Optimization exercise on an open flow, not production practice. RTL: at most simulated, not proved equivalent. Power: default activity.

==> flow/design.v, too long to show whole: its modules and the start of the top module <==
// module elem_mult: 2397 lines
// module fhe_vec_top: 166 lines
module fhe_vec_top #(
  parameter int WIDTH = 4
) (
  input  logic                           clk,
  input  logic                           rstn,
  input  logic                           psel,
  input  logic                           penable,
  input  logic                           pwrite,
  input  logic [fhe_vec_pkg::APB_AW-1:0] paddr,
  input  logic [fhe_vec_pkg::APB_DW-1:0] pwdata,
  output logic [fhe_vec_pkg::APB_DW-1:0] prdata,
  output logic                           pready,
  output logic                           pslverr,
  output logic                           done
);
  // ...
==> flow/flow/run.sh <==
#!/bin/bash
export SETUP_SLACK_MARGIN=7.5
bash standard.sh > standard.log 2>&1
==> flow/standard.sh <==
#!/bin/bash
# synth_recipe.tcl (not shown) runs the flow's synth.tcl, then flattens the netlist and writes it again
# the make line also repeats each setting of config.mk as NAME=value (left out here)
make -C /OpenROAD-flow-scripts/flow DESIGN_CONFIG=/design/flow/config.mk WORK_HOME=/design/flow/orfs CLKGATE_MAP_FILE= SYNTH_SCRIPT=/design/flow/synth_recipe.tcl "${@:-finish}"
==> flow/config.mk <==
export PLATFORM = sky130hd
export DESIGN_NAME = fhe_vec_top
export DESIGN_NICKNAME = fhe_vec_top
export VERILOG_FILES = /design/flow/design.v
export SDC_FILE = /design/flow/constraint.sdc
export NUM_CORES = 4
export LEC_CHECK = 0
export CAP_MARGIN = 20
export CORE_MARGIN = 2
export CORE_UTILIZATION = 40
export CTS_BUF_LIST = sky130_fd_sc_hd__clkbuf_8 sky130_fd_sc_hd__clkbuf_16
export CTS_CLUSTER_DIAMETER = 50
export CTS_CLUSTER_SIZE = 16
export SLEW_MARGIN = 20
==> flow/constraint.sdc <==
create_clock -name core_clock -period 11.0 [get_ports {clk}]
set_input_delay 2.2000 -clock core_clock [delete_from_list [all_inputs] [get_ports {clk}]]
set_output_delay 2.2000 -clock core_clock [all_outputs]
set_load 0.01 [all_outputs]
==> results.txt, run 1 <==
fin cells 11600; initial antenna violation count 16; multi-input gates 3731; Top FF cell, synth edfxtp_1; GRT overflow 0; minimum clock period 3.71 ns; drt via density 5.51; Syn Std Cell Area 115000 um2; Seq/Total Area, Yosys 62.5%; fin crit share 33.7%; path type of the worst setup path flip-flop to flip-flop; Die ar. 291000 um2; ANT cells 10; number of post-CTS setup repair buffers 93; clk_lat worst skew 0.88 ns; fmax 0.269 GHz; Reg-to-Reg End rd_q[12]; syn avg cell area 15.9 um2; worst endpoint required time 11.71 ns; invs w/o clock 559; wire length on met2 149 mm; maximum vdd ir drop 0.150 mV; number of synthesized flops with an enable pin 2049; Die Height 539 um; I/O Buffers 57; Rel. slew slack 22.7%; cell leakage power 48.1 nW; FP Rows 196; Comb power frac 18.0%; hold path endpoint u_eng.pl3_q[16]; die width 539 um; number of global-route vias before repair 64300; CP delay by family, top compound AO/OA/AOI/OAI gates; clock-net power 9.23 mW; clk buf depth 4; status timing/DRC/antenna clean; GRT busiest layer met2; nets@finish 8322; hold crit path type flip-flop to flip-flop
Testbench counts, summed over its fixed seeds: cycles 29,762.
==> module fhe_vec_top, before the edit <==
module fhe_vec_top #(
  parameter int WIDTH = 4
) (
  input  logic                           clk,
  input  logic                           rstn,
  input  logic                           psel,
  input  logic                           penable,
  input  logic                           pwrite,
  input  logic [fhe_vec_pkg::APB_AW-1:0] paddr,
  input  logic [fhe_vec_pkg::APB_DW-1:0] pwdata,
  output logic [fhe_vec_pkg::APB_DW-1:0] prdata,
  output logic                           pready,
  output logic                           pslverr,
  output logic                           done
);
  localparam int NE   = 64;    
  localparam int LAT  = 8;     
  localparam int LAST = NE + LAT - 1;   
  logic [NE-1:0][15:0] m1;
  logic [NE-1:0][15:0] m2;
  logic [3:0]  op;
  logic [15:0] p;
  logic [16:0] mu;
  logic [15:0] s;
  logic        err;
  logic        run;
  logic        iss;       
  logic [6:0]  cnt;
  logic        setup;
  logic        acc_q;     
  logic        rdw_q;     
  logic        wr_q;
  logic        mem_q;
  logic        bank_q;
  logic [5:0]  ea_q;      
  logic        regok_q;   
  logic [16:0] wd_q;
  logic [16:0] rd_q;
  logic        slverr_q;
  logic        run_next;
  logic        err_next;
  logic        done_next;
  assign setup = psel & ~penable;
  always_ff @(posedge clk) begin
    wr_q    <= pwrite;
    mem_q   <= paddr[15];
    bank_q  <= paddr[14];
    ea_q    <= paddr[5:0];
    regok_q <= ~|paddr[14:3];
    wd_q    <= pwdata[16:0];
    rdw_q   <= setup & ~pwrite;
  end
  logic [5:0]      ridx;
  logic [15:0]     e1;
  logic [15:0]     e2;
  assign ridx = iss ? cnt[5:0] : ea_q;
  assign e1   = m1[ridx];
  assign e2   = m2[ridx];
  always_ff @(posedge clk) begin
    if (setup) slverr_q <= paddr[15] & run_next;
  end
  always_ff @(posedge clk) begin
    rd_q <= '0;
    if (mem_q) begin
      rd_q <= {1'b0, bank_q ? e2 : e1};
    end else if (regok_q) begin
      case (ea_q[2:0])
        3'd0: rd_q <= 17'(op);
        3'd1: rd_q <= 17'({err_next, run_next});   
        3'd2: rd_q <= 17'(p);
        3'd3: rd_q <= mu;
        3'd4: rd_q <= 17'(s);
        default: ;
      endcase
    end
  end
  assign pready  = ~rdw_q;
  assign pslverr = slverr_q;
  assign prdata  = {15'd0, rd_q};
  logic       rw;         
  logic       start_ok;
  logic       start_bad;
  logic       op_valid;
  assign rw        = acc_q & wr_q & ~mem_q & regok_q & ~run;
  assign op_valid  = (wd_q[3:0] >= 4'd1) && (wd_q[3:0] <= 4'd4);
  assign start_ok  = rw & (ea_q[2:0] == 3'd0) & wd_q[8] & op_valid;
  assign start_bad = rw & (ea_q[2:0] == 3'd0) & wd_q[8] & ~op_valid;
  assign done_next = run & (cnt == 7'(LAST));
  assign run_next  = start_ok | (run & ~done_next);
  assign err_next  = start_bad | (err & ~done_next);
  always_ff @(posedge clk) begin
    if (!rstn) begin
      op    <= '0;
      p     <= '0;
      mu    <= '0;
      s     <= '0;
      err   <= 1'b0;
      run   <= 1'b0;
      iss   <= 1'b0;
      cnt   <= '0;
      done  <= 1'b0;
      acc_q <= 1'b0;
    end else begin
      acc_q <= setup;
      run   <= run_next;
      err   <= err_next;
      done  <= done_next;
      if (start_ok) begin
        cnt <= '0;
        iss <= 1'b1;
      end else if (run) begin
        cnt <= cnt + 1'b1;
        if (cnt == 7'(NE - 1)) iss <= 1'b0;
      end
      if (rw) begin
        case (ea_q[2:0])
          3'd0: op <= wd_q[3:0];
          3'd2: p  <= wd_q[15:0];
          3'd3: mu <= wd_q[16:0];
          3'd4: s  <= wd_q[15:0];
          default: ;
        endcase
      end
    end
  end
  logic        is_mul;
  logic        is_sc;
  logic [15:0] res_q;
  logic [15:0] a_q, b_q;
  logic [18:0] np3_q;
  assign is_mul = (op == 4'd1) | (op == 4'd2);
  assign is_sc  = (op == 4'd2) | (op == 4'd4);
  always_ff @(posedge clk) begin
    a_q   <= e1;
    b_q   <= is_sc ? s : e2;
    np3_q <= 19'd0 - 19'(p) - {2'd0, p, 1'b0};
  end
  elem_mult u_eng (
    .clk(clk), .a_q(a_q), .b_q(b_q), .mul(is_mul), .p(p), .mu(mu[15:0]),
    .np3(np3_q), .res(res_q)
  );
  logic        ew_q;       
  logic [5:0]  widx_q;
  logic        hw;
  logic        wbank;
  logic [5:0]  widx;
  logic [15:0] wdat;
  always_ff @(posedge clk) begin
    if (!rstn) begin
      ew_q <= 1'b0;
    end else begin
      ew_q <= run & (cnt >= 7'(LAT - 1)) & (cnt < 7'(NE + LAT - 1));
    end
    widx_q <= 6'(cnt - 7'(LAT - 1));
  end
  assign hw    = acc_q & wr_q & mem_q & ~run;
  assign wbank = ew_q ? 1'b0 : bank_q;
  assign widx  = ew_q ? widx_q : ea_q;
  assign wdat  = ew_q ? res_q : wd_q[15:0];
  always_ff @(posedge clk) begin
    for (int e = 0; e < NE; e++) begin
      if ((ew_q | hw) && !wbank && widx == 6'(e)) m1[e] <= wdat;
      if (hw && wbank && widx == 6'(e)) m2[e] <= wdat;
    end
  end
endmodule
==> run 2: changes to the inputs <==
--- a/flow/design.v
+++ b/flow/design.v
@@ -2484,14 +2484,28 @@
     wd_q    <= pwdata[16:0];
     rdw_q   <= setup & ~pwrite;
   end
-  logic [5:0]      ridx;
+  logic [NE-1:0]   sel_q;
+  logic            iss_next;
+  logic [5:0]      cnt_next;
+  logic [5:0]      sidx;
   logic [15:0]     e1;
   logic [15:0]     e2;
-  assign ridx = iss ? cnt[5:0] : ea_q;
-  assign e1   = m1[ridx];
-  assign e2   = m2[ridx];
+  assign sidx = iss_next ? cnt_next : paddr[5:0];
   always_ff @(posedge clk) begin
-    if (setup) slverr_q <= paddr[15] & run_next;
+    for (int e = 0; e < NE; e++) begin
+      sel_q[e] <= (sidx == 6'(e));
+    end
+  end
+  always_comb begin
+    e1 = '0;
+    e2 = '0;
+    for (int e = 0; e < NE; e++) begin
+      e1 = e1 | ({16{sel_q[e]}} & m1[e]);
+      e2 = e2 | ({16{sel_q[e]}} & m2[e]);
+    end
+  end
+  always_ff @(posedge clk) begin
+    slverr_q <= paddr[15] & (setup ? run_next : run);
   end
   always_ff @(posedge clk) begin
     rd_q <= '0;
@@ -2522,6 +2536,10 @@
   assign done_next = run & (cnt == 7'(LAST));
   assign run_next  = start_ok | (run & ~done_next);
   assign err_next  = start_bad | (err & ~done_next);
+  logic [6:0] cnt_next7;
+  assign cnt_next7 = start_ok ? 7'd0 : (run ? cnt + 1'b1 : cnt);
+  assign cnt_next  = cnt_next7[5:0];
+  assign iss_next  = start_ok | (iss & ~(run & (cnt == 7'(NE - 1))));
   always_ff @(posedge clk) begin
     if (!rstn) begin
       op    <= '0;
@@ -2539,13 +2557,8 @@
       run   <= run_next;
       err   <= err_next;
       done  <= done_next;
-      if (start_ok) begin
-        cnt <= '0;
-        iss <= 1'b1;
-      end else if (run) begin
-        cnt <= cnt + 1'b1;
-        if (cnt == 7'(NE - 1)) iss <= 1'b0;
-      end
+      cnt <= 7'(cnt_next7);
+      iss <= iss_next;
       if (rw) begin
         case (ea_q[2:0])
           3'd0: op <= wd_q[3:0];
==> flow/flow/run.sh (replaced) <==
#!/bin/bash
export SETUP_SLACK_MARGIN=7.3
bash standard.sh > standard.log 2>&1
--- a/flow/config.mk
+++ b/flow/config.mk
@@ -6,6 +6,8 @@
 export NUM_CORES = 4
 export LEC_CHECK = 0
 export CAP_MARGIN = 20
+export CELL_PAD_IN_SITES_DETAIL_PLACEMENT = 1
+export CELL_PAD_IN_SITES_GLOBAL_PLACEMENT = 1
 export CORE_MARGIN = 2
 export CORE_UTILIZATION = 40
 export CTS_BUF_LIST = sky130_fd_sc_hd__clkbuf_8 sky130_fd_sc_hd__clkbuf_16
==> run 2 against run 1 <==
Net effect: setup slack worse by 0.16 ns; clock power rose by 11%; via count increased by 15%; register-to-register slack worse by 0.16 ns; largest cell class unchanged.
==> results.txt, run 2 <==
cells after synthesis 7472; CTS tree built; Vias 73300; Final Skew 0.119 ns; FP Rows 192 (-2.0%); fin crit share 35.2% (+1.4 points); number of synthesized flops with an enable pin 2048 (-0.049%); GR Util All Layers 32.1%; syn avg cell area 14.7 um2 (-7.6%); clk_lat worst skew 0.98 ns (+0.10 ns); Core Util, Final 46.7%; I/O Buffers 57 (unchanged); largest net degree at the start of global routing 103; fmax 0.259 GHz (-4.0%); Power Dens Cells 200 nW/um2; cell leakage power 45.2 nW (-6.0%); Die Height 528 um (-2.0%); CTS Buf Count 299; Synth area leader edfxtp_1; root buffer cell clkbuf_16; Synth top cells by count 2048 x edfxtp_1, 570 x dfxtp_1, 503 x inv_1, 480 x fa_1, 476 x nand2_1; remaining antenna violation count 0; num ports 88; FILL cells 26600; Max Slew Vio Count 0; unrepaired setup endpoints after global routing true; Largest regs m1: 1024 flops, m2: 1024 flops, u_eng.ab_q: 88 flops; Pre-antenna DRT Iters 5; max cap viols 0; Seq/Total Area, Yosys 66.3% (+3.7 points); fin cells 11600 (+0.49%); minimum clock period 3.87 ns (+0.156 ns); maximum vdd ir drop 0.127 mV (-15%); most frequent cells in the layout 2048 x edfxtp_1, 518 x inv_1, 478 x fa_1, 474 x nand2_1, 466 x dfxtp_1; WL/cell 39.0 um; Rel. slew slack 16.7% (-5.9 points); cells taking the most area after synthesis edfxtp_1 56%, dfxtp_1 10%, fa_1 8.7%; first-pass GRT wire length 615 mm; top-area cell type share of the netlist area 55.9%; die width 528 um (-2.0%); most common cell after layout, fill and taps aside edfxtp_1; nets@finish 8516 (+2.3%); Top FF cell, synth edfxtp_1; Final Hold Viols 0; FFs w/ async S/R, synth 0%; setup violators final 0; Post-route DRC 0; worst slew pin tran 1.25 ns; Starting Density 40.2%; GRT overflow 0 (unchanged); Final Routed Wirelength 453 mm; path type of the worst setup path flip-flop to flip-flop; Arrival @ worst endpoint 4.60 ns; drt via density 6.31 (+14%); post-synthesis cell type count 86; clock sinks 2618; crit-path max FO 20; clk buf depth 4 (unchanged); min setup slack post-route 7.13 ns; post-DP HPWL 271 mm; Multi-input gate area 34800 um2; Worst-path clk slew 0.06 ns; dpl cells 11000; core area 274000 um2; Storage cell area 73100 um2; synth-to-layout area growth 16.1%; Iteration-0 DRC Markers 11300; Critical Path Sink Type flip-flop; Place WS 6.79 ns; Final GP Congestion 0.874; type of origin of the critical path flip-flop; Yosys warnings 2; hold crit path type flip-flop to flip-flop; H-Tree Depth 5; Syn Std Cell Area 110000 um2 (-4.0%); layout cells sized above 1 14.7%; cell with the most instances after synthesis edfxtp_1; setup TNS 0 ns; synthesized flop and latch total 2618; number of global-route vias before repair 73600 (+15%); worst endpoint required time 11.73 ns (+0.02 ns); initial antenna violation count 50 (+34); status timing/DRC/antenna clean; Die ar. 279000 um2 (-3.9%)
## run 2: worst max-delay path, cell delays in order, from the launching register on
cell and delay (ns):
dfxtp_2 0.89, buf_4 0.65, a22o_1 0.33, a221oi_1 0.08, nand4_1 0.16, or4_1 0.71, nor2_1 0.10, a31o_2 0.25
o22ai_1 0.45
## run 2: layout make-up
type | instances | share of cell area [%]
inverter | 503 | 1.48
sequential | 2618 | 57.2
tap | 3589 | 3.52
antenna | 8 | 0.0157
clock inverter | 224 | 1.83
clock buffer | 309 | 6.01
timing repair buffer | 366 | 2.63
multi-input combinational | 4003 | 27.3
## run 2: stage by stage
stage | total power [mW] | hold WS (ns) | instance area (um2)
2_1_floorplan | 14.0 | 0.310 | 110000
3_3_place_gp | 15.3 | 0.312 | 116000
3_5_place_dp | 15.5 | 0.313 | 117000
4_1_cts | 25.6 | 0.287 | 127000
5_1_grt | 26.5 | 0.300 | 128000
6_report | 25.5 | 0.295 | 128000
## run 2: per-layer routing
metal | vias up | track usage (%) | wire, um
met5 | - | 0 | 123
met4 | 16 | 16.8 | 29400
met3 | 1250 | 7.10 | 51900
met2 | 4779 | 48.5 | 198000
met1 | 38700 | 43.3 | 174000
li1 | 28600 | - | -
## run 2: path summary, 6_finish.rpt
kind	start	to	slack, ns	depth (start not counted)
worst max-delay path	sel_q[20]	rd_q[11]	7.13	8
worst min-delay path	u_eng.pl3_q[16]	u_eng.pl4_q[16]	0.30	0
worst max register to register	sel_q[20]	rd_q[11]	7.13	8
worst min register to register	u_eng.pl3_q[16]	u_eng.pl4_q[16]	0.30	0
## run 2: kinds of logic after synthesis
| family | after synthesis | synth area share [%] |
|---|---|---|
| flops | 2618 | 66.3 |
| simple gates | 1606 | 7.19 |
| compound gates | 1492 | 10.7 |
| buf+inv | 865 | 3.01 |
| fa+ha+maj | 672 | 10.9 |
| xor+xnor | 159 | 1.28 |
| mux | 59 | 0.580 |
| other cells | 1 | 0.00341 |
## run 2: timing repair
action | in CTS | in global routing
cloned | 0 | 2
endpoints found under the setup margin | 256 | 437
pin swaps | 12 | 25
buffers inserted | 17 | 25
gates resized for setup | 136 | 96
hold buffers | 0 | 0
## run 2: report_power, final
group / switching, mW / internal [mW] / total (mW) / leakage, nW
Combinational: 2.40 / 1.51 / 3.91 / 17.2
Sequential: 0.365 / 11.1 / 11.4 / 23.1
Clock: 4.55 / 5.66 / 10.2 / 4.93
Total: 7.32 / 18.2 / 25.5 / 45.2
Testbench counts of run 2, summed over its fixed seeds: cycles 29,762.
==> run 3: changes to the inputs <==
--- a/flow/design.v
+++ b/flow/design.v
@@ -2484,26 +2484,16 @@
     wd_q    <= pwdata[16:0];
     rdw_q   <= setup & ~pwrite;
   end
-  logic [NE-1:0]   sel_q;
+  logic [5:0]      ridx_q;
   logic            iss_next;
   logic [5:0]      cnt_next;
-  logic [5:0]      sidx;
   logic [15:0]     e1;
   logic [15:0]     e2;
-  assign sidx = iss_next ? cnt_next : paddr[5:0];
   always_ff @(posedge clk) begin
-    for (int e = 0; e < NE; e++) begin
-      sel_q[e] <= (sidx == 6'(e));
-    end
-  end
-  always_comb begin
-    e1 = '0;
-    e2 = '0;
-    for (int e = 0; e < NE; e++) begin
-      e1 = e1 | ({16{sel_q[e]}} & m1[e]);
-      e2 = e2 | ({16{sel_q[e]}} & m2[e]);
-    end
+    ridx_q <= iss_next ? cnt_next : paddr[5:0];
   end
+  assign e1 = m1[ridx_q];
+  assign e2 = m2[ridx_q];
   always_ff @(posedge clk) begin
     slverr_q <= paddr[15] & (setup ? run_next : run);
   end
==> flow/flow/run.sh (replaced) <==
#!/bin/bash
export SETUP_SLACK_MARGIN=7.45
bash standard.sh > standard.log 2>&1
--- a/flow/config.mk
+++ b/flow/config.mk
@@ -6,8 +6,6 @@
 export NUM_CORES = 4
 export LEC_CHECK = 0
 export CAP_MARGIN = 20
-export CELL_PAD_IN_SITES_DETAIL_PLACEMENT = 1
-export CELL_PAD_IN_SITES_GLOBAL_PLACEMENT = 1
 export CORE_MARGIN = 2
 export CORE_UTILIZATION = 40
 export CTS_BUF_LIST = sky130_fd_sc_hd__clkbuf_8 sky130_fd_sc_hd__clkbuf_16
==> run 3 against run 2 <==
Net effect: combinational power rose by 24%; sequential power barely moved; flip-flop and latch count fell by 58; cell area rose by 2.5%; critical endpoint is now prdata[2]; still clean on timing, DRC and antenna; die area rose by 3.4%; synthesized cell count fell by 9.4%; clock skew fell by 0.064 ns.
==> results.txt, run 3 <==
CTS Buf Count 273 (-8.7%); clk_lat worst skew 0.92 ns (-0.06 ns); GR Util All Layers 20.7% (-11 points); Max Slew Vio Count 0 (unchanged); path type of the worst setup path flip-flop to output pin; core area 283000 um2 (+3.3%); Synth top cells by count 2048 x edfxtp_1, 672 x mux4_2, 568 x inv_1, 512 x dfxtp_1, 496 x nand2_1; WL/cell 27.2 um (-30%); Power Dens Cells 195 nW/um2 (-2.4%); GRT overflow 0 (unchanged); clock sinks 2560 (-2.2%); Top FF cell, synth edfxtp_1; Rel. slew slack 23.4% (+6.7 points); num ports 88 (unchanged); worst endpoint required time 8.80 ns (-2.93 ns); Final Skew 0.0550 ns (-0.0640 ns); initial antenna violation count 16 (-68%); Starting Density 40.3% (+0.056 points); Iteration-0 DRC Markers 6030 (-47%); top-area cell type share of the netlist area 54.1% (-1.8 points); worst slew pin tran 1.15 ns (-0.0973 ns); drt via density 5.48 (-13%); cell with the most instances after synthesis edfxtp_1; setup violators final 0 (unchanged); CTS Hold Buffers Added 0 (unchanged); Design Power 25.6 mW (+0.12%); cell leakage power 46.6 nW (+2.9%); Vias 60600 (-17%); Syn Std Cell Area 114000 um2 (+3.4%); CTS tree built; CP cell instances buf_6; Final Hold Viols 0 (unchanged); minimum clock period 3.65 ns (-0.222 ns); Max stage delay on crit path 0.43 ns (-0.46 ns); syn avg cell area 16.8 um2 (+14%); synthesized flop and latch total 2560 (-2.2%); post-DP HPWL 182 mm (-33%); Final GP Congestion 0.826 (-5.4%); Pre-antenna DRT Iters 5 (unchanged); max cap viols 0 (unchanged); Die ar. 289000 um2 (+3.4%); clk buf depth 4 (unchanged); Worst-path clk slew 0.06 ns (about the same); first-pass GRT wire length 433 mm (-30%); Die Height 537 um (+1.7%); hold crit path type flip-flop to flip-flop; Arrival @ worst endpoint 1.45 ns (-3.15 ns); Critical Path Sink Type output pin; most frequent cells in the layout 2048 x edfxtp_1, 672 x mux4_2, 580 x inv_1, 496 x nand2_1, 479 x fa_1; CP max-delay cell dfxtp_4; status timing/DRC/antenna clean; H-Tree Depth 5 (unchanged); die width 537 um (+1.7%); Largest regs m1: 1024 flops, m2: 1024 flops, u_eng.ab_q: 88 flops; FFs w/ async S/R, synth 0% (unchanged); fin crit share 33.2% (-2.0 points); final hold slack 0.317 ns (+0.0215 ns); type of origin of the critical path flip-flop; Synth area leader edfxtp_1; Seq/Total Area, Yosys 63.1% (-3.2 points); nets@finish 7824 (-8.1%); synth-to-layout area growth 15.1%; layout cells sized above 1 22.4% (+7.6 points); number of synthesized flops with an enable pin 2048 (unchanged); Post-route DRC 0 (unchanged); worst path buffer plus inverter count 1 (unchanged); cells taking the most area after synthesis edfxtp_1 54%, mux4_2 13%, dfxtp_1 9.0%; maximum vdd ir drop 0.132 mV (+4.1%); number of global-route vias before repair 62600 (-15%); most common cell after layout, fill and taps aside edfxtp_1; crit-path max FO 1 (-95%); root buffer cell clkbuf_16; post-synthesis cell type count 79 (-8.1%); remaining antenna violation count 0 (unchanged); setup TNS 0 ns (unchanged); fmax 0.274 GHz (+6.1%); cells after synthesis 6768 (-9.4%); I/O Buffers 57 (unchanged); Yosys warnings 2 (unchanged); Final Routed Wirelength 301 mm (-33%); FP Rows 195 (+1.6%); unrepaired setup endpoints after global routing true; CP delay by family, top flip-flops; largest net degree at the start of global routing 115 (+12%)
==> run 3: through the flow <==
stage / cells / cell area, um2 / util, % / setup slack, ns
floorplan: 6782 / 114000 / - / 7.43
global placement: 10500 / 119000 / 42.3 / 5.97
detailed placement: 10500 / 119000 / 42.3 / 5.94
CTS: 11000 / 130000 / 46.1 / 7.30
global route: 11100 / 131000 / 46.3 / 7.34
finish: 11100 / 131000 / 46.3 / 7.35
==> run 3: cell families (layout without fill, tap and decap cells) <==
kind of cell	Yosys count	in the layout	share of synthesized area, %
AOI/OAI and AO/OA	422	422	2.44
xor gates and xnor gates	156	156	1.20
adders and majority gates	672	672	10.6
buffers and inverters	885	1416	3.08
DFF	2560	2560	63.1
muxes	766	766	14.2
other	1	24	0.00330
and+or+nand+nor	1306	1307	5.44
==> run 3: final timing paths <==
path,startpoint,endpoint,slack (ns),cells past startpoint
setup / recovery,rd_q[2],prdata[2],7.35,1
hold / removal,u_eng.pl2_q[1],u_eng.pl3_q[1],0.32,0
setup reg to reg,p[3],u_eng.rr_q[51],7.41,13
hold reg to reg,u_eng.pl2_q[1],u_eng.pl3_q[1],0.32,0
==> run 3: cell type report <==
cell class | count | area (um2)
Timing Repair Buffer | 357 | 3840
Clock buffer | 285 | 7030
Antenna cell | 9 | 22.5
Tap cell | 3743 | 4680
Clock inverter | 205 | 2380
Sequential cell | 2560 | 71900
Fill cell | 23900 | 152000
Multi-Input combinational cell | 3338 | 38900
Inverter | 569 | 2150
==> run 3: routing by layer <==
metal	vias up	wire length [um]	global-route usage (%)	share of wire [%]
li1	25600	-	-	-
met5	-	0	0	0
met2	2097	148000	34.3	49
met4	0	11200	7.57	3.7
met1	32400	123000	27.8	41
met3	475	19200	2.96	6.4
==> run 3: report_power, final <==
group	internal, mW	total, mW	switching, mW
logic	2.07	4.83	2.76
registers	10.9	11.2	0.363
clock network	5.28	9.52	4.24
==> run 3: what timing repair did <==
item	CTS	global route
pin swaps	11	20
gates cloned	17	9
gates resized for setup	270	61
setup endpoints to repair	208	131
setup buffers	32	33
Testbench counts of run 3, summed over its fixed seeds: cycles 29,762.
==> run 4: changes to the inputs <==
--- a/flow/config.mk
+++ b/flow/config.mk
@@ -8,7 +8,7 @@
 export CAP_MARGIN = 20
 export CORE_MARGIN = 2
 export CORE_UTILIZATION = 40
-export CTS_BUF_LIST = sky130_fd_sc_hd__clkbuf_8 sky130_fd_sc_hd__clkbuf_16
-export CTS_CLUSTER_DIAMETER = 50
-export CTS_CLUSTER_SIZE = 16
+export CTS_BUF_LIST = sky130_fd_sc_hd__clkbuf_16
+export CTS_CLUSTER_DIAMETER = 100
+export CTS_CLUSTER_SIZE = 30
 export SLEW_MARGIN = 20
==> run 4 against run 3 <==
Net effect: clock power down 47%; area after synthesis unchanged; die area unchanged; combinational power about the same; cell area down 4.5%; synthesized cell count unchanged; hold slack better by 0.020 ns; setup slack better by 0.037 ns; clock skew up 0.011 ns; via count down 2.3%; utilization down 2.1 points.
==> results.txt, run 4 <==
synthesized flop and latch total 2560 (unchanged); Syn Std Cell Area 114000 um2 (unchanged); Die Height 537 um (unchanged); Synth top cells by count 2048 x edfxtp_1, 672 x mux4_2, 568 x inv_1, 512 x dfxtp_1, 496 x nand2_1; fin crit share 32.8% (-0.34 points); CP max-delay cell dfxtp_4; initial antenna violation count 18 (+2); Reg-to-Reg End u_eng.rr_q[51]; post-synthesis cell type count 79 (unchanged); die width 537 um (unchanged); reg2reg setup slack 7.43 ns (+0.02 ns); Die ar. 289000 um2 (unchanged); Power Dens Cells 168 nW/um2 (-14%); cells taking the most area after synthesis edfxtp_1 54%, mux4_2 13%, dfxtp_1 9.0%; max cap viols 0 (unchanged); synth-to-layout area growth 9.90%; H-Tree Depth 3 (-2); Top FF cell, synth edfxtp_1; CTS Hold Buffers Added 0 (unchanged); CP cell instances buf_6; setup violators final 0 (unchanged); number of synthesized flops with an enable pin 2048 (unchanged); clock sinks 2560 (unchanged); cell with the most instances after synthesis edfxtp_1; drt via density 5.51 (+0.55%); GRT overflow 0 (unchanged); first-pass GRT wire length 424 mm (-2.0%); FF-to-FF path depth 13 (unchanged); post-DP HPWL 182 mm (unchanged); Storage cell area 72000 um2 (about the same); FFs w/ async S/R, synth 0% (unchanged); FP Rows 195 (unchanged); Seq/Total Area, Yosys 63.1% (unchanged); GR Util All Layers 20.3% (-0.34 points); Max stage delay on crit path 0.43 ns (about the same); Rel. slew slack 23.2% (-0.25 points); Iteration-0 DRC Markers 6060 (+0.50%); Final GP Congestion 0.826 (unchanged); worst endpoint required time 8.80 ns (about the same); Arrival @ worst endpoint 1.41 ns (-0.04 ns); Yosys warnings 2 (unchanged); hold path cells 0 (unchanged); number of global-route vias before repair 60500 (-3.3%); WL/cell 27.6 um (+1.3%); worst path buffer plus inverter count 1 (unchanged); hold path endpoint u_eng.pl3_q[13]; Post-route DRC 0 (unchanged); maximum vdd ir drop 0.183 mV (+38%); CP delay by family, top flip-flops; clk_lat worst skew 0.85 ns (-0.07 ns); unrepaired setup endpoints after global routing true; worst slew pin tran 1.15 ns (+0.00371 ns); CTS tree built; Largest regs m1: 1024 flops, m2: 1024 flops, u_eng.ab_q: 88 flops; nets@finish 7653 (-2.2%); num ports 88 (unchanged); Critical Path Sink Type output pin; Starting Density 40.3% (unchanged); Worst-path clk slew 0.12 ns (+0.06 ns); remaining antenna violation count 0 (unchanged); crit-path max FO 1 (unchanged); most frequent cells in the layout 2048 x edfxtp_1, 672 x mux4_2, 597 x inv_1, 496 x nand2_1, 479 x fa_1; minimum clock period 3.61 ns (-0.0374 ns); syn avg cell area 16.8 um2 (unchanged); Synth area leader edfxtp_1; root buffer cell clkbuf_16; cells after synthesis 6768 (unchanged); Final Routed Wirelength 297 mm (-1.6%); path type of the worst setup path flip-flop to output pin; DP Area 119000 um2 (unchanged); top-area cell type share of the netlist area 54.1% (unchanged); Max Slew Vio Count 0 (unchanged); setup TNS 0 ns (unchanged); Final Hold Viols 0 (unchanged); most common cell after layout, fill and taps aside edfxtp_1; hold crit path type flip-flop to flip-flop; status timing/DRC/antenna clean; fin area 125000 um2 (-4.5%); fmax 0.277 GHz (+1.0%); cell leakage power 43.8 nW (-6.0%); reg2reg start p[3]; FILL cells 24500 (+2.2%); largest net degree at the start of global routing 115 (unchanged); hold path start u_eng.pl2_q[13]; Vias 59200 (-2.3%); layout cells sized above 1 18.9% (-3.5 points); Final Skew 0.0659 ns (+0.0109 ns); clk buf depth 3 (-1); Pre-antenna DRT Iters 5 (unchanged); I/O Buffers 57 (unchanged); core area 283000 um2 (unchanged); CTS Buf Count 106 (-61%); Multi-input gate area 38900 um2 (+0.12%); type of origin of the critical path flip-flop
## run 4: cell count changes in the layout (fill, tap and decap cells not counted), sizes merged
cell / before / now
buf: 307 / 299
bufbuf: 8 / 10
bufinv: 18 / 0
clkbuf: 291 / 115
clkinv: 67 / 18
clkinvlp: 27 / 3
diode: 9 / 10
inv: 662 / 620
## run 4: cell families (layout without fill, tap and decap cells)
logic type / Yosys count / after routing / share of synthesized area, %
xor gates and xnor gates: 156 / 156 / 1.20
adders and majority gates: 672 / 672 / 10.6
other: 1 / 25 / 0.00330
buffers and inverters: 885 / 1101 / 3.08
muxes: 766 / 766 / 14.2
and+or+nand+nor: 1306 / 1307 / 5.44
DFF: 2560 / 2560 / 63.1
AOI/OAI and AO/OA: 422 / 422 / 2.44
## run 4: layout make-up
type / count / share of cell area [%]
clock inverter: 72 / 0.575
antenna: 10 / 0.0200
tap: 3743 / 3.75
sequential: 2560 / 57.6
multi-input combinational: 3338 / 31.1
timing repair buffer: 353 / 3.10
clock buffer: 107 / 2.14
inverter: 569 / 1.72
## run 4: timing repair
action	in CTS	in global routing
gates cloned	17	10
endpoints found under the setup margin	202	119
setup buffers	40	21
resized for setup	276	79
pin swaps	12	25
## run 4: worst max path at each step
stage                           to  startpoint  cells past startpoint  slack, ns
floorplan           u_eng.rr_q[51]        p[6]                     14       7.43
global route               pslverr    slverr_q                      1       7.33
global placement          rd_q[11]   ridx_q[0]                      8       5.97
detailed placement        rd_q[11]   ridx_q[0]                      8       5.94
finish                     pslverr    slverr_q                      1       7.39
CTS                        pslverr    slverr_q                      1       7.31
## run 4: where the power goes
part | internal [mW] | total [mW] | switching [mW]
combinational | 2.07 | 4.82 | 2.76
clock | 1.88 | 5.00 | 3.11
sequential | 10.9 | 11.2 | 0.365
total | 14.8 | 21.0 | 6.23
## run 4: metal layers
layer	part of all wire [%]	up-vias	wire length, um	GRT usage, %
li1	-	25100	-	-
met1	41	31800	121000	27.5
met2	50	1995	148000	34.6
met3	6.3	367	18600	2.71
met4	3.1	2	9060	5.57
met5	0.0044	-	13	0
## run 4: metrics by stage
step / hold slack [ns] / utilization (%) / power, mW / std cells / worst slack (ns)
final: 0.337 / 44.2 / 21.0 / 10800 / 7.39
after global routing: 0.347 / 44.2 / 22.1 / 10700 / 7.33
after CTS: 0.338 / 44.0 / 21.2 / 10700 / 7.31
after detailed placement: 0.312 / 42.3 / 16.1 / 10500 / 5.94
after global placement: 0.314 / 42.3 / 16.0 / 10500 / 5.97
after floorplan: 0.310 / - / 14.7 / 6782 / 7.43
==> run 5: changes to the inputs <==
--- a/flow/design.v
+++ b/flow/design.v
@@ -2462,7 +2462,7 @@
   logic [6:0]  cnt;
   logic        setup;
   logic        acc_q;     
-  logic        rdw_q;     
+  logic        prdy_q;    
   logic        wr_q;
   logic        mem_q;
   logic        bank_q;
@@ -2482,7 +2482,7 @@
     ea_q    <= paddr[5:0];
     regok_q <= ~|paddr[14:3];
     wd_q    <= pwdata[16:0];
-    rdw_q   <= setup & ~pwrite;
+    prdy_q  <= ~(setup & ~pwrite);
   end
   logic [5:0]      ridx_q;
   logic            iss_next;
@@ -2512,7 +2512,7 @@
       endcase
     end
   end
-  assign pready  = ~rdw_q;
+  assign pready  = prdy_q;
   assign pslverr = slverr_q;
   assign prdata  = {15'd0, rd_q};
   logic       rw;         
@@ -2576,28 +2576,30 @@
     .clk(clk), .a_q(a_q), .b_q(b_q), .mul(is_mul), .p(p), .mu(mu[15:0]),
     .np3(np3_q), .res(res_q)
   );
+  logic        ew_d;
   logic        ew_q;       
-  logic [5:0]  widx_q;
+  logic [5:0]  wi_q;
+  logic        wb_q;
   logic        hw;
-  logic        wbank;
-  logic [5:0]  widx;
+  logic        wen;
   logic [15:0] wdat;
+  assign ew_d = run & (cnt >= 7'(LAT - 1)) & (cnt < 7'(NE + LAT - 1));
   always_ff @(posedge clk) begin
     if (!rstn) begin
       ew_q <= 1'b0;
     end else begin
-      ew_q <= run & (cnt >= 7'(LAT - 1)) & (cnt < 7'(NE + LAT - 1));
+      ew_q <= ew_d;
     end
-    widx_q <= 6'(cnt - 7'(LAT - 1));
+    wi_q <= ew_d ? 6'(cnt - 7'(LAT - 1)) : paddr[5:0];
+    wb_q <= ~ew_d & paddr[14];
   end
-  assign hw    = acc_q & wr_q & mem_q & ~run;
-  assign wbank = ew_q ? 1'b0 : bank_q;
-  assign widx  = ew_q ? widx_q : ea_q;
-  assign wdat  = ew_q ? res_q : wd_q[15:0];
+  assign hw   = acc_q & wr_q & mem_q & ~run;   
+  assign wen  = ew_q | hw;
+  assign wdat = ew_q ? res_q : wd_q[15:0];
   always_ff @(posedge clk) begin
     for (int e = 0; e < NE; e++) begin
-      if ((ew_q | hw) && !wbank && widx == 6'(e)) m1[e] <= wdat;
-      if (hw && wbank && widx == 6'(e)) m2[e] <= wdat;
+      if (wen && !wb_q && wi_q == 6'(e)) m1[e] <= wdat;
+      if (wen && wb_q && wi_q == 6'(e)) m2[e] <= wdat;
     end
   end
 endmodule
==> run 5 against run 4 <==
Net effect: flip-flop and latch count is 2 lower; utilization decreased by 0.15 points; still clean; sequential power about the same; maximum frequency decreased by 0.19%; cell area down 0.43%; largest power group unchanged; highest routed layer unchanged; critical path type unchanged; power fell by 0.88%.
==> results.txt, run 5 <==
status timing/DRC/antenna clean; drt via density 5.54 (+0.55%); crit-path max FO 1 (unchanged); Post-route DRC 0 (unchanged); Worst-path clk slew 0.11 ns (about the same); fin crit share 32.9% (+0.062 points); WL/cell 27.4 um (-0.82%); Die ar. 288000 um2 (-0.22%); clock sinks 2558 (-0.078%); Vias 59400 (+0.21%); cell leakage power 43.3 nW (-1.1%); Max stage delay on crit path 0.47 ns (+0.04 ns); FP Rows 195 (unchanged); most frequent cells in the layout 2048 x edfxtp_1, 674 x mux4_2, 571 x inv_1, 489 x nand2_1, 479 x fa_1; GR Util All Layers 20.3% (-0.094 points); Setup crit end prdata[3]; worst path buffer plus inverter count 1 (unchanged); Starting Density 40.2% (-0.056 points); clk_lat worst skew 0.83 ns (-0.02 ns); sw power 6.18 mW (-0.92%); Syn Std Cell Area 114000 um2 (-0.22%); first-pass GRT wire length 423 mm (-0.28%); minimum clock period 3.62 ns (+0.00679 ns); H-Tree Depth 3 (unchanged); FF-to-FF path depth 13 (unchanged); I/O Buffers 57 (unchanged); Largest regs m1: 1024 flops, m2: 1024 flops, u_eng.ab_q: 88 flops; sw frac 29.6% (about the same); cells after synthesis 6762 (-0.089%); setup TNS 0 ns (unchanged); GRT overflow 0 (unchanged); core area 282000 um2 (about the same); Power Dens Cells 168 nW/um2 (-0.45%); remaining antenna violation count 0 (unchanged); Arrival @ worst endpoint 1.42 ns (about the same); unrepaired setup endpoints after global routing true; FILL cells 24300 (-0.63%); number of synthesized flops with an enable pin 2048 (unchanged); CTS tree built; reg2reg start p[10]; Max Slew Vio Count 0 (unchanged); CP max-delay cell dfxtp_4; clk buf depth 3 (unchanged); Seq pwr share 53.9% (+0.6 points); Internal Pwr Total 14.7 mW (-0.86%); crit path from rd_q[3]; CP delay by family, top flip-flops; post-DP HPWL 181 mm (-0.33%); syn avg cell area 16.8 um2 (-0.14%); Seq/Total Area, Yosys 63.2% (+0.11 points); Final GP Congestion 0.846 (+2.4%); die width 537 um (-0.11%); Yosys warnings 2 (unchanged); hold path start u_eng.pl3_q[10]; synth-to-layout area growth 9.67%; Final Hold Viols 0 (unchanged); Synth top cells by count 2048 x edfxtp_1, 674 x mux4_2, 556 x inv_1, 510 x dfxtp_1, 489 x nand2_1; Reg-to-Reg End u_eng.rr_q[51]; CTS Buf Count 105 (-0.94%); setup violators final 0 (unchanged); Storage cell area 71900 um2 (about the same); Final Skew 0.0760 ns (+0.0101 ns); number of global-route vias before repair 60300 (-0.38%); root buffer cell clkbuf_16; cell with the most instances after synthesis edfxtp_1; layout cells sized above 1 18.8% (-0.11 points); Iteration-0 DRC Markers 5911 (-2.5%); clock share of power 23.4% (-0.4 points); top-area cell type share of the netlist area 54.2% (+0.12 points); post-synthesis cell type count 66 (-16%); stages on the worst setup path 1 (unchanged); Comb power frac 22.7% (-0.2 points); Final Routed Wirelength 293 mm (-1.2%); Pre-antenna DRT Iters 6 (+1); worst slew pin tran 1.16 ns (+0.00355 ns); path type of the worst setup path flip-flop to output pin; hold crit path type flip-flop to flip-flop; Rel. slew slack 22.9% (-0.24 points); nets@finish 7640 (-0.17%); Top FF cell, synth edfxtp_1; Multi-input gate area 38800 um2 (-0.36%); Die Height 537 um (-0.11%); type of origin of the critical path flip-flop; most common cell after layout, fill and taps aside edfxtp_1; reg2reg setup slack 7.39 ns (-0.04 ns); CP cell instances buf_6; initial antenna violation count 17 (-1); maximum vdd ir drop 0.170 mV (-7.5%); worst endpoint required time 8.80 ns (about the same); max cap viols 0 (unchanged); largest net degree at the start of global routing 120 (+4.3%); final hold slack 0.336 ns (-0.00127 ns); FFs w/ async S/R, synth 0% (unchanged); Critical Path Sink Type output pin; cells taking the most area after synthesis edfxtp_1 54%, mux4_2 13%, dfxtp_1 9.0%; Synth area leader edfxtp_1; synthesized flop and latch total 2558 (-0.078%); fmax 0.277 GHz (-0.19%); num ports 88 (unchanged)
[run 5: cell count changes in the layout (fill, tap and decap cells not counted), sizes merged, moves of 10 or more]
cell,previous run,this run
nor2,275,257
o21ai,75,109
mux2,63,50
nand3,30,49
a21oi,106,155
a21boi,56,4
and3,16,27
inv,620,591
mux2i,31,21
a211oi,15,31
o211ai,4,15
[run 5: cell type report]
class	instances	area share, %
Timing Repair Buffer	341	3.03
Multi-Input combinational cell	3353	31.2
Clock inverter	47	0.415
Tap cell	3743	3.76
Sequential cell	2558	57.8
Clock buffer	107	2.15
Antenna cell	10	0.0201
Inverter	556	1.68
[run 5: worst min path at each step]
stage          cells after the start         endpoint
3_5_place_dp                       0  u_eng.pl3_q[12]
3_3_place_gp                       0   u_eng.pl3_q[8]
4_1_cts                            0  u_eng.pl4_q[11]
6_report                           0  u_eng.pl4_q[10]
2_1_floorplan                      0   u_eng.pl3_q[0]
5_1_grt                            0  u_eng.pl4_q[11]
[run 5: kinds of logic (layout without fill, tap and decap cells)]
group                    after synthesis  in the layout  share of synthesized area (%)
buffers and inverters                865           1051                           2.99
AND/OR/NAND/NOR                     1305           1305                           5.47
flip-flops                          2558           2558                           63.2
XOR/XNOR                             161            161                           1.24
AO/OA/AOI/OAI                        455            455                           2.48
other                                  1             25                        0.00330
multiplexers                         745            745                           14.1
adder cells (fa/ha/maj)              672            672                           10.6
[run 5: through the flow]
stage	instance area, um2	utilization [%]	setup WS, ns	power [mW]	instances
after floorplan	114000	-	7.43	14.6	6776
after global placement	119000	42.2	5.75	16.0	10500
after detailed placement	119000	42.2	5.79	16.1	10500
after CTS	124000	43.9	7.31	21.0	10700
after global routing	124000	44.1	7.30	21.9	10700
final	124000	44.1	7.38	20.9	10700
[run 5: timing repair]
item | in CTS | in global routing
cloned | 15 | 7
gates resized for setup | 292 | 61
setup endpoints to repair | 145 | 126
hold buffers | 0 | 0
buffers inserted | 41 | 15
pin swaps | 12 | 22
[run 5: layer usage]
layer / part of all wire (%) / global-route usage (%)
met1: 41 / 27.6
met2: 49 / 34.1
met3: 6.5 / 2.46
met4: 3.2 / 6.11
met5: 0.0027 / 0
[run 5: power by group through the flow]
| stage | logic, mW | clock network [mW] | registers, mW |
|---|---|---|---|
| finish | 4.73 | 4.89 | 11.2 |
| global route | 5.33 | 5.30 | 11.3 |
| floorplan | 3.35 | 0 | 11.2 |
| detailed placement | 4.59 | 0 | 11.5 |
| global placement | 4.51 | 0 | 11.5 |
| CTS | 4.70 | 5.01 | 11.2 |
Testbench counts of run 5, summed over its fixed seeds: cycles 29,762.
==> run 6: changes to the inputs <==
--- a/flow/design.v
+++ b/flow/design.v
@@ -2484,16 +2484,26 @@
     wd_q    <= pwdata[16:0];
     prdy_q  <= ~(setup & ~pwrite);
   end
-  logic [5:0]      ridx_q;
+  logic [NE-1:0]   sel_q;
   logic            iss_next;
   logic [5:0]      cnt_next;
+  logic [5:0]      sidx;
   logic [15:0]     e1;
   logic [15:0]     e2;
+  assign sidx = iss_next ? cnt_next : paddr[5:0];
   always_ff @(posedge clk) begin
-    ridx_q <= iss_next ? cnt_next : paddr[5:0];
+    for (int e = 0; e < NE; e++) begin
+      sel_q[e] <= (sidx == 6'(e));
+    end
+  end
+  always_comb begin
+    e1 = '0;
+    e2 = '0;
+    for (int e = 0; e < NE; e++) begin
+      e1 = e1 | ({16{sel_q[e]}} & m1[e]);
+      e2 = e2 | ({16{sel_q[e]}} & m2[e]);
+    end
   end
-  assign e1 = m1[ridx_q];
-  assign e2 = m2[ridx_q];
   always_ff @(posedge clk) begin
     slverr_q <= paddr[15] & (setup ? run_next : run);
   end
--- a/flow/config.mk
+++ b/flow/config.mk
@@ -6,6 +6,8 @@
 export NUM_CORES = 4
 export LEC_CHECK = 0
 export CAP_MARGIN = 20
+export CELL_PAD_IN_SITES_DETAIL_PLACEMENT = 1
+export CELL_PAD_IN_SITES_GLOBAL_PLACEMENT = 1
 export CORE_MARGIN = 2
 export CORE_UTILIZATION = 40
 export CTS_BUF_LIST = sky130_fd_sc_hd__clkbuf_16
==> run 6 against run 5 <==
Net effect: flip-flop and latch count increased by 58; cell area shrank 2.6%; utilization up 0.26 points; wire length increased by 54%; critical path depth is 8 higher.
==> results.txt, run 6 <==
max cap viols 0 (unchanged); hold path cells 0 (unchanged); Iteration-0 DRC Markers 10500 (+78%); nets@finish 8359 (+9.4%); I/O Buffers 57 (unchanged); post-synthesis cell type count 80 (+21%); Synth top cells by count 2048 x edfxtp_1, 568 x dfxtp_1, 495 x inv_1, 480 x fa_1, 471 x nand2_1; top-area cell type share of the netlist area 55.9% (+1.8 points); num ports 88 (unchanged); post-DP HPWL 277 mm (+53%); syn avg cell area 14.6 um2 (-13%); Place WS 6.97 ns (+1.17 ns); Design Power 20.9 mW (about the same); Power Dens Cells 172 nW/um2 (+2.6%); clock sinks 2616 (+2.3%); Comb power frac 19.3% (-3.4 points); type of origin of the critical path flip-flop; dpl cells 11100 (+5.6%); most used cell, CP buf_4; remaining antenna violation count 0 (unchanged); root buffer cell clkbuf_16; WL/cell 39.9 um (+46%); maximum vdd ir drop 0.168 mV (-1.2%); setup violators final 0 (unchanged); minimum clock period 3.73 ns (+0.118 ns); layout cells sized above 1 11.0% (-7.8 points); Core Util, Final 44.4% (+0.26 points); Synth area leader edfxtp_1; synthesized flop and latch total 2616 (+2.3%); Max Slew Vio Count 0 (unchanged); CTS tree built; clk buf depth 3 (unchanged); Internal Pwr Total 14.6 mW (-0.28%); Top FF cell, synth edfxtp_1; CP max-delay cell or4_4; crit-path max FO 20 (+19); DP Area 116000 um2 (-2.4%); number of synthesized flops with an enable pin 2048 (unchanged); GRT overflow 0 (unchanged); Syn Std Cell Area 110000 um2 (-3.2%); Final GP Congestion 0.891 (+5.3%); first-pass GRT wire length 605 mm (+43%); worst path buffer plus inverter count 2 (+1); synth-to-layout area growth 10.3%; Worst-path clk slew 0.12 ns (about the same); final hold slack 0.334 ns (-0.00138 ns); hold crit path type flip-flop to flip-flop; cells taking the most area after synthesis edfxtp_1 56%, dfxtp_1 10%, fa_1 8.7%; unrepaired setup endpoints after global routing true; most frequent cells in the layout 2048 x edfxtp_1, 507 x inv_1, 472 x fa_1, 471 x nand2_1, 433 x dfxtp_1; most common cell after layout, fill and taps aside edfxtp_1; stages on the worst setup path 9 (+8); path type of the worst setup path flip-flop to flip-flop; sw power 6.22 mW (+0.65%); Critical Path Sink Type flip-flop; Die ar. 279000 um2 (-3.1%); FF-to-FF path depth 9 (-4); Vias 71900 (+21%); min setup slack post-route 7.27 ns (-0.118 ns); CP cell instances buf_4 -> buf_4 -> a22o_1 -> a221oi_1 -> nand4_1 -> or4_4 -> nor2_1 -> a31o_2 -> o22ai_1; sw frac 29.8% (+0.19 points); CP delay by family, top simple AND/OR/NAND/NOR gates; core area 273000 um2 (-3.2%); Seq pwr share 54.8% (+0.9 points); status timing/DRC/antenna clean; setup TNS 0 ns (unchanged); CTS Hold Buffers Added 0 (unchanged); clock share of power 25.9% (+2.5 points); CTS Buf Count 111 (+5.7%); fin crit share 33.9% (+1.1 points); fin cells 11300 (+5.4%); Arrival @ worst endpoint 4.44 ns (+3.02 ns); initial antenna violation count 27 (+10); largest net degree at the start of global routing 124 (+3.3%); GR Util All Layers 31.7% (+11 points); Starting Density 40.2% (about the same); die width 528 um (-1.6%); cells after synthesis 7507 (+11%); Die Height 528 um (-1.6%); worst slew pin tran 1.29 ns (+0.133 ns); Post-route DRC 0 (unchanged); clk_lat worst skew 0.91 ns (+0.08 ns); Final Skew 0.121 ns (+0.0452 ns); Max stage delay on crit path 0.90 ns (+0.43 ns); Pre-antenna DRT Iters 5 (-1); fin area 121000 um2 (-2.6%); Largest regs m1: 1024 flops, m2: 1024 flops, u_eng.ab_q: 88 flops; cell leakage power 42.2 nW (-2.5%); cell with the most instances after synthesis edfxtp_1; FFs w/ async S/R, synth 0% (unchanged); Yosys warnings 2 (unchanged); Rel. slew slack 14.1% (-8.9 points); Seq/Total Area, Yosys 66.3% (+3.1 points); H-Tree Depth 3 (unchanged); Final Hold Viols 0 (unchanged); fmax 0.268 GHz (-3.2%); worst endpoint required time 11.70 ns (+2.90 ns); drt via density 6.37 (+15%); FP Rows 192 (-1.5%); number of global-route vias before repair 71000 (+18%); Final Routed Wirelength 450 mm (+54%)
run 6: cell types whose count changed in the layout (fill, tap and decap cells not counted), moves of 64 or more:
cell | previous run | this run
mux4_2 | 674 | 2
a22o_1 | 4 | 359
a221oi_1 | 0 | 357
nor2_4 | 2 | 68
a22oi_1 | 12 | 311
nand4_1 | 9 | 137
inv_1 | 571 | 507
run 6: layout make-up:
cell class / count / area (um2)
clock inverters: 59 / 815
inverters: 496 / 1860
clock buffers: 112 / 2800
well taps: 3589 / 4490
multi-input cells: 4052 / 34800
flip-flops and latches: 2616 / 73200
diodes: 12 / 30.0
repair buffers: 357 / 3280
fillers: 27000 / 152000
run 6: worst paths after layout:
check	startpoint	to	slack [ns]
max	sel_q[25]	rd_q[8]	7.27
min	u_eng.pl3_q[12]	u_eng.pl4_q[12]	0.33
max reg2reg	sel_q[25]	rd_q[8]	7.27
min reg2reg	u_eng.pl3_q[12]	u_eng.pl4_q[12]	0.33
run 6: layer usage:
layer / share of wire, % / wire length [um] / global-route usage, % / up-vias
li1: - / - / - / 28100
met5: 0.012 / 56 / 0 / -
met3: 9.3 / 41700 / 5.26 / 1157
met2: 46 / 208000 / 50.9 / 4324
met4: 7.1 / 32000 / 18.3 / 8
met1: 37 / 168000 / 40.8 / 38400
run 6: cell families (layout without fill, tap and decap cells):
family                     after synthesis  in the layout  synth area share, %
and+or+nand+nor                       1657           1657                 7.44
DFF                                   2616           2616                 66.3
AOI/OAI and AO/OA                     1495           1495                 10.5
other                                    1             27              0.00341
adders and majority gates              672            672                 10.9
buffers and inverters                  853           1024                 2.98
xor gates and xnor gates               160            160                 1.27
muxes                                   53             53                0.532
run 6: power by group through the flow:
stage	registers, mW	clock network [mW]	logic (mW)
floorplan	11.4	0	2.63
global placement	11.7	0	3.75
detailed placement	11.7	0	3.87
CTS	11.5	5.42	3.95
global route	11.5	5.69	4.49
finish	11.4	5.40	4.02
run 6: worst register-to-register path, stage by stage (launching register included):
cell and delay, ns:
dfxtp_2 0.33, buf_4 0.27, buf_4 0.36, a22o_1 0.32, a221oi_1 0.22, nand4_1 0.76, or4_4 0.91, nor2_1 0.14
a31o_2 0.17, o22ai_1 0.10
run 6: what timing repair did:
item / in CTS / in global routing
buffers inserted: 18 / 35
pin swaps: 22 / 37
gates cloned: 2 / 3
gates resized for setup: 253 / 64
endpoints found under the setup margin: 100 / 87
endpoints found under the hold margin: 0 / 0
Testbench counts of run 6, summed over its fixed seeds: cycles 29,762.
==> run 7: changes to the inputs <==
--- a/flow/design.v
+++ b/flow/design.v
@@ -2484,26 +2484,16 @@
     wd_q    <= pwdata[16:0];
     prdy_q  <= ~(setup & ~pwrite);
   end
-  logic [NE-1:0]   sel_q;
+  logic [5:0]      ridx_q;
   logic            iss_next;
   logic [5:0]      cnt_next;
-  logic [5:0]      sidx;
   logic [15:0]     e1;
   logic [15:0]     e2;
-  assign sidx = iss_next ? cnt_next : paddr[5:0];
   always_ff @(posedge clk) begin
-    for (int e = 0; e < NE; e++) begin
-      sel_q[e] <= (sidx == 6'(e));
-    end
-  end
-  always_comb begin
-    e1 = '0;
-    e2 = '0;
-    for (int e = 0; e < NE; e++) begin
-      e1 = e1 | ({16{sel_q[e]}} & m1[e]);
-      e2 = e2 | ({16{sel_q[e]}} & m2[e]);
-    end
+    ridx_q <= iss_next ? cnt_next : paddr[5:0];
   end
+  assign e1 = m1[ridx_q];
+  assign e2 = m2[ridx_q];
   always_ff @(posedge clk) begin
     slverr_q <= paddr[15] & (setup ? run_next : run);
   end
@@ -2588,28 +2578,27 @@
   );
   logic        ew_d;
   logic        ew_q;       
+  logic        wen_q;      
   logic [5:0]  wi_q;
   logic        wb_q;
-  logic        hw;
-  logic        wen;
   logic [15:0] wdat;
   assign ew_d = run & (cnt >= 7'(LAT - 1)) & (cnt < 7'(NE + LAT - 1));
   always_ff @(posedge clk) begin
     if (!rstn) begin
-      ew_q <= 1'b0;
+      ew_q  <= 1'b0;
+      wen_q <= 1'b0;
     end else begin
-      ew_q <= ew_d;
+      ew_q  <= ew_d;
+      wen_q <= ew_d | (setup & pwrite & paddr[15] & ~run_next);
     end
     wi_q <= ew_d ? 6'(cnt - 7'(LAT - 1)) : paddr[5:0];
     wb_q <= ~ew_d & paddr[14];
   end
-  assign hw   = acc_q & wr_q & mem_q & ~run;   
-  assign wen  = ew_q | hw;
   assign wdat = ew_q ? res_q : wd_q[15:0];
   always_ff @(posedge clk) begin
     for (int e = 0; e < NE; e++) begin
-      if (wen && !wb_q && wi_q == 6'(e)) m1[e] <= wdat;
-      if (wen && wb_q && wi_q == 6'(e)) m2[e] <= wdat;
+      if (wen_q && !wb_q && wi_q == 6'(e)) m1[e] <= wdat;
+      if (wen_q && wb_q && wi_q == 6'(e)) m2[e] <= wdat;
     end
   end
 endmodule
--- a/flow/config.mk
+++ b/flow/config.mk
@@ -6,8 +6,6 @@
 export NUM_CORES = 4
 export LEC_CHECK = 0
 export CAP_MARGIN = 20
-export CELL_PAD_IN_SITES_DETAIL_PLACEMENT = 1
-export CELL_PAD_IN_SITES_GLOBAL_PLACEMENT = 1
 export CORE_MARGIN = 2
 export CORE_UTILIZATION = 40
 export CTS_BUF_LIST = sky130_fd_sc_hd__clkbuf_16
==> run 7 against run 6 <==
Net effect: clock power is 9.3% lower; global-route usage is 11 points lower; still clean; largest power group unchanged; critical path depth is 8 lower; non-clock buffer count is 15 higher; sequential power hardly changed; register-to-register slack better by 0.15 ns; power is 0.87% higher; hold slack worse by 0.0068 ns.
==> results.txt, run 7 <==
Seq/Total Area, Yosys 63.2% (-3.1 points); cells taking the most area after synthesis edfxtp_1 54%, mux4_2 13%, dfxtp_1 9.0%; CP delay by family, top flip-flops; root buffer cell clkbuf_16; Core Util, Final 44.2% (-0.15 points); drt via density 5.52 (-13%); nets@finish 7653 (-8.4%); Final Hold Viols 0 (unchanged); Vias 59300 (-18%); stages on the worst setup path 1 (-8); Storage cell area 71900 um2 (-1.7%); FF-to-FF path depth 12 (+3); hold path cells 0 (unchanged); DP Area 119000 um2 (+2.5%); num ports 88 (unchanged); Top FF cell, synth edfxtp_1; GR Util All Layers 20.5% (-11 points); Multi-input gate area 38800 um2 (+11%); Critical Path Sink Type output pin; cell leakage power 43.4 nW (+3.0%); Rel. slew slack 17.6% (+3.5 points); worst path buffer plus inverter count 1 (-1); syn avg cell area 16.8 um2 (+15%); minimum clock period 3.61 ns (-0.121 ns); remaining antenna violation count 0 (unchanged); core area 282000 um2 (+3.3%); CTS tree built; path type of the worst setup path flip-flop to output pin; unrepaired setup endpoints after global routing true; first-pass GRT wire length 425 mm (-30%); Place WS 5.90 ns (-1.07 ns); Arrival @ worst endpoint 1.41 ns (-3.03 ns); Syn Std Cell Area 114000 um2 (+3.3%); setup violators final 0 (unchanged); Final Routed Wirelength 298 mm (-34%); max cap viols 0 (unchanged); fmax 0.277 GHz (+3.3%); I/O Buffers 57 (unchanged); type of origin of the critical path flip-flop; status timing/DRC/antenna clean; Final Skew 0.0736 ns (-0.0475 ns); crit-path max FO 1 (-95%); maximum vdd ir drop 0.143 mV (-14%); Die Height 537 um (+1.6%); CTS Hold Buffers Added 0 (unchanged); crit path from rd_q[15]; Max Slew Vio Count 0 (unchanged); Pre-antenna DRT Iters 5 (unchanged); cell with the most instances after synthesis edfxtp_1; synthesized flop and latch total 2559 (-2.2%); Yosys warnings 2 (unchanged); H-Tree Depth 3 (unchanged); post-DP HPWL 183 mm (-34%); die width 537 um (+1.6%); hold path start u_eng.pl2_q[12]; Die ar. 288000 um2 (+3.2%); Max stage delay on crit path 0.46 ns (-0.44 ns); Starting Density 40.2% (about the same); layout cells sized above 1 19.2% (+8.2 points); post-synthesis cell type count 72 (-10%); reg2reg start p[2]; hold crit path type flip-flop to flip-flop; largest net degree at the start of global routing 98 (-21%); CTS Buf Count 104 (-6.3%); clk buf depth 3 (unchanged); Synth area leader edfxtp_1; initial antenna violation count 22 (-19%); Worst-path clk slew 0.11 ns (about the same); worst endpoint required time 8.80 ns (-2.90 ns); final hold slack 0.327 ns (-0.00683 ns); clk_lat worst skew 0.85 ns (-0.06 ns); fin crit share 32.8% (-1.1 points); FFs w/ async S/R, synth 0% (unchanged); setup TNS 0 ns (unchanged); most frequent cells in the layout 2048 x edfxtp_1, 674 x mux4_2, 577 x inv_1, 488 x nand2_1, 476 x fa_1; GRT overflow 0 (unchanged); Final GP Congestion 0.835 (-6.3%); fin area 125000 um2 (+2.9%); most common cell after layout, fill and taps aside edfxtp_1; clock sinks 2559 (-2.2%); FP Rows 195 (+1.6%); Power Dens Cells 169 nW/um2 (-2.0%); WL/cell 27.8 um (-30%); top-area cell type share of the netlist area 54.2% (-1.8 points); CP cell instances buf_6; number of global-route vias before repair 60000 (-16%); Synth top cells by count 2048 x edfxtp_1, 674 x mux4_2, 557 x inv_1, 511 x dfxtp_1, 492 x nand2_1; cells after synthesis 6748 (-10%); Post-route DRC 0 (unchanged); worst slew pin tran 1.23 ns (-0.0548 ns); min setup slack post-route 7.39 ns (+0.121 ns); Largest regs m1: 1024 flops, m2: 1024 flops, u_eng.ab_q: 88 flops; synth-to-layout area growth 9.94%; CP max-delay cell dfxtp_4; number of synthesized flops with an enable pin 2048 (unchanged); Iteration-0 DRC Markers 6361 (-39%); FILL cells 24300 (-10%)
## run 7: kinds of logic (layout without fill, tap and decap cells)
group | after synthesis | count (layout) | synth area share [%]
compound gates | 419 | 419 | 2.26
xor+xnor | 159 | 159 | 1.23
fa+ha+maj | 672 | 672 | 10.6
buf+inv | 869 | 1094 | 3.04
flops | 2559 | 2559 | 63.2
mux | 761 | 761 | 14.2
other cells | 1 | 22 | 0.00330
simple gates | 1308 | 1308 | 5.49
## run 7: power breakdown
group	internal, mW	switching [mW]
logic	2.07	2.89
registers	10.9	0.329
clock network	1.84	3.06
total	14.8	6.28
## run 7: stage by stage
stage	power [mW]	cells
after detailed placement	16.2	10500
after floorplan	14.6	6762
after global placement	16.1	10500
after CTS	21.1	10700
final	21.0	10700
after global routing	22.1	10700
## run 7: final timing paths
path / end / slack [ns]
worst min-delay path: u_eng.pl3_q[12] / 0.33
worst min register to register: u_eng.pl3_q[12] / 0.33
worst max-delay path: prdata[15] / 7.39
worst max register to register: u_eng.rr_q[39] / 7.42
## run 7: area by class of cell
type | count | share of cell area [%]
Antenna cell | 7 | 0.0140
Clock buffer | 106 | 2.13
Clock inverter | 59 | 0.461
Inverter | 557 | 1.68
Multi-Input combinational cell | 3334 | 31.1
Sequential cell | 2559 | 57.6
Tap cell | 3743 | 3.75
Timing Repair Buffer | 372 | 3.24
## run 7: repair_timing
item | in CTS | in global routing
gates resized for setup | 283 | 86
buffers inserted | 55 | 27
setup endpoints to repair | 140 | 80
gates cloned | 15 | 8
pin swaps | 21 | 34
## run 7: layer usage
metal / share of wire (%) / track usage (%) / wire length (um) / vias to the layer above
met5: 0.0091 / 0 / 27 / -
met4: 3.0 / 5.92 / 8980 / 4
met3: 7.0 / 2.84 / 20900 / 345
met2: 49 / 34.2 / 147000 / 2038
met1: 41 / 28.1 / 122000 / 31800
li1: - / - / - / 25100
Testbench counts of run 7, summed over its fixed seeds: cycles 29,762.
==> run 8: changes to the inputs <==
==> flow/flow/run.sh (replaced) <==
#!/bin/bash
export SETUP_SLACK_MARGIN=7.6
bash standard.sh > standard.log 2>&1
==> run 8 against run 7 <==
Net effect: power increased by 1.5%; sequential share of layout area shrank 0.73 points; sequential power is essentially flat; wire length about the same; maximum frequency is 0.33% higher; synthesized cell count unchanged.
==> results.txt, run 8 <==
XOR/XNOR share of the synthesized area 1.23% (unchanged); fin cells 10800 (+0.92%); Largest regs m1: 1024 flops, m2: 1024 flops, u_eng.ab_q: 88 flops; post-DP HPWL 181 mm (-1.2%); Critical Path Sink Type output pin; initial antenna violation count 18 (-18%); adder-cell share of the synthesized area 10.6% (unchanged); most common cell after layout, fill and taps aside edfxtp_1; cells taking the most area after synthesis edfxtp_1 54%, mux4_2 13%, dfxtp_1 9.0%; status timing/DRC/antenna clean; Seq/Total Area, Yosys 63.2% (unchanged); Power Dens Cells 169 nW/um2 (+0.14%); crit-path max FO 1 (unchanged); worst endpoint required time 8.80 ns (about the same); path type of the worst setup path flip-flop to output pin; clock sinks 2559 (unchanged); WL/cell 27.5 um (-0.94%); hold crit path type flip-flop to flip-flop; Post-route DRC 0 (unchanged); cell leakage power 44.2 nW (+1.8%); GR Util All Layers 20.4% (-0.076 points); met3 usage 2.57% (-0.27 points); FFs w/ async S/R, synth 0% (unchanged); crit path from rd_q[0]; type of origin of the critical path flip-flop; Yosys warnings 2 (unchanged); largest net degree at the start of global routing 113 (+15%); remaining antenna violation count 0 (unchanged); Top FF cell, synth edfxtp_1; Pre-antenna DRT Iters 8 (+3); FILL cells 24200 (-0.70%); stages on the worst setup path 1 (unchanged); Syn Std Cell Area 114000 um2 (unchanged); Die Height 537 um (unchanged); number of global-route vias before repair 60400 (+0.66%); number of synthesized flops with an enable pin 2048 (unchanged); Worst-path clk slew 0.11 ns (about the same); worst slew pin tran 1.20 ns (-0.0389 ns); Design Power 21.3 mW (+1.5%); setup TNS 0 ns (unchanged); first-pass GRT wire length 426 mm (+0.24%); Final Routed Wirelength 298 mm (about the same); maximum vdd ir drop 0.140 mV (-2.2%); Max Slew Vio Count 0 (unchanged); synthesized flop and latch total 2559 (unchanged); die width 537 um (unchanged); I/O Buffers 57 (unchanged); Place WS 6.03 ns (+0.128 ns); root buffer cell clkbuf_16; fmax 0.278 GHz (+0.33%); clk buf depth 3 (unchanged); CTS Hold Buffers Added 0 (unchanged); CTS Buf Count 104 (unchanged); GRT busiest layer met2; Final GP Congestion 0.847 (+1.5%); nets@finish 7744 (+1.2%); CP delay by family, top flip-flops; CP cell instances buf_6; core area 282000 um2 (unchanged); grt met2 use 34.7% (+0.48 points); minimum clock period 3.60 ns (-0.0119 ns); Final Skew 0.0702 ns (-0.00339 ns); H-Tree Depth 3 (unchanged); synth-to-layout area growth 11.4%; Iteration-0 DRC Markers 6449 (+1.4%); Final Hold Viols 0 (unchanged); Max stage delay on crit path 0.44 ns (-0.02 ns); Synth top cells by count 2048 x edfxtp_1, 674 x mux4_2, 557 x inv_1, 511 x dfxtp_1, 492 x nand2_1; post-synthesis cell type count 72 (unchanged); reg2reg setup slack 7.40 ns (-0.02 ns); cell with the most instances after synthesis edfxtp_1; Die ar. 288000 um2 (unchanged); Arrival @ worst endpoint 1.40 ns (about the same); largest family of logic cells by synthesized area multiplexers; met1 global-route usage 27.5% (-0.54 points); drt via density 5.49 (-0.50%); Synth Area in Simple Gates 5.49% (unchanged); GRT overflow 0 (unchanged); layout cells sized above 1 21.5% (+2.3 points); syn avg cell area 16.8 um2 (unchanged); most frequent cells in the layout 2048 x edfxtp_1, 674 x mux4_2, 575 x inv_1, 485 x nand2_1, 469 x fa_1; cells after synthesis 6748 (unchanged); Vias 59500 (+0.42%); Synth area leader edfxtp_1; setup violators final 0 (unchanged); FP Rows 195 (unchanged); min setup slack post-route 7.40 ns (+0.0119 ns); max cap viols 0 (unchanged); dpl cells 10500 (-0.0096%); top-area cell type share of the netlist area 54.2% (unchanged); num ports 88 (unchanged); Reg-to-Reg End u_eng.rr_q[51]; mux contribution to synthesized area 14.2% (unchanged); CTS tree built; Starting Density 40.2% (unchanged); FF-to-FF path depth 13 (+1); unrepaired setup endpoints after global routing true; reg2reg start p[11]; post-synthesis compound-gate area fraction 2.26% (unchanged); fin crit share 32.7% (-0.11 points); Rel. slew slack 20.2% (+2.6 points); clk_lat worst skew 0.85 ns (about the same); Setup crit end prdata[0]; worst path buffer plus inverter count 1 (unchanged); CP max-delay cell dfxtp_4
-- run 8: cell counts after synthesis --
No cell type changed its count.
-- run 8: worst min-delay path by stage --
stage                     cells past startpoint  slack, ns         endpoint             from
after floorplan                               0       0.31   u_eng.pl3_q[0]   u_eng.pl2_q[0]
after global placement                        0       0.31   u_eng.pl4_q[2]   u_eng.pl3_q[2]
after detailed placement                      0       0.31  u_eng.pl4_q[14]  u_eng.pl3_q[14]
after CTS                                     0       0.33  u_eng.pl3_q[11]  u_eng.pl2_q[11]
after global routing                          0       0.33  u_eng.pl3_q[11]  u_eng.pl2_q[11]
final                                         0       0.32  u_eng.pl3_q[11]  u_eng.pl2_q[11]
-- run 8: timing repair --
| action | 4_1_cts | 5_1_grt |
|---|---|---|
| gates resized for setup | 352 | 192 |
| endpoints found under the setup margin | 149 | 105 |
| hold endpoints to repair | 0 | 0 |
| cloned | 22 | 16 |
| pin swaps | 32 | 78 |
| setup buffers | 90 | 69 |
-- run 8: metrics by stage --
step / utilization [%] / instance area [um2] / hold WS, ns
after floorplan: - / 114000 / 0.310
after global placement: 42.2 / 119000 / 0.312
after detailed placement: 42.2 / 119000 / 0.314
after CTS: 44.2 / 125000 / 0.326
after global routing: 44.8 / 126000 / 0.329
final: 44.8 / 126000 / 0.325
-- run 8: kinds of logic (layout without fill, tap and decap cells) --
logic type      Yosys count  after routing
compound gates          419            419
buf+inv                 869           1190
xor+xnor                159            159
mux                     761            761
fa+ha+maj               672            672
other cells               1             25
flops                  2559           2559
simple gates           1308           1308
-- run 8: metal layers --
layer / wire length, um / part of all wire (%) / up-vias
met5: 27 / 0.0091 / -
met4: 9160 / 3.1 / 4
met3: 18200 / 6.1 / 313
met2: 150000 / 50 / 1887
met1: 121000 / 41 / 32100
li1: - / - / 25200
-- run 8: cell type report --
cell class	instances	area [um2]	share of cell area [%]
timing repair buffer	463	5230	4.13
clock inverter	65	661	0.522
inverter	557	2110	1.67
multi-input combinational	3334	39200	31.0
sequential	2559	72000	56.9
tap	3743	4680	3.70
antenna	10	25.0	0.0198
clock buffer	105	2630	2.08
-- run 8: where the power goes --
part	leakage, nW	total, mW	internal, mW	switching, mW
clock network	1.71	4.92	1.86	3.06
logic	19.8	5.24	2.26	2.98
registers	22.7	11.2	10.9	0.338
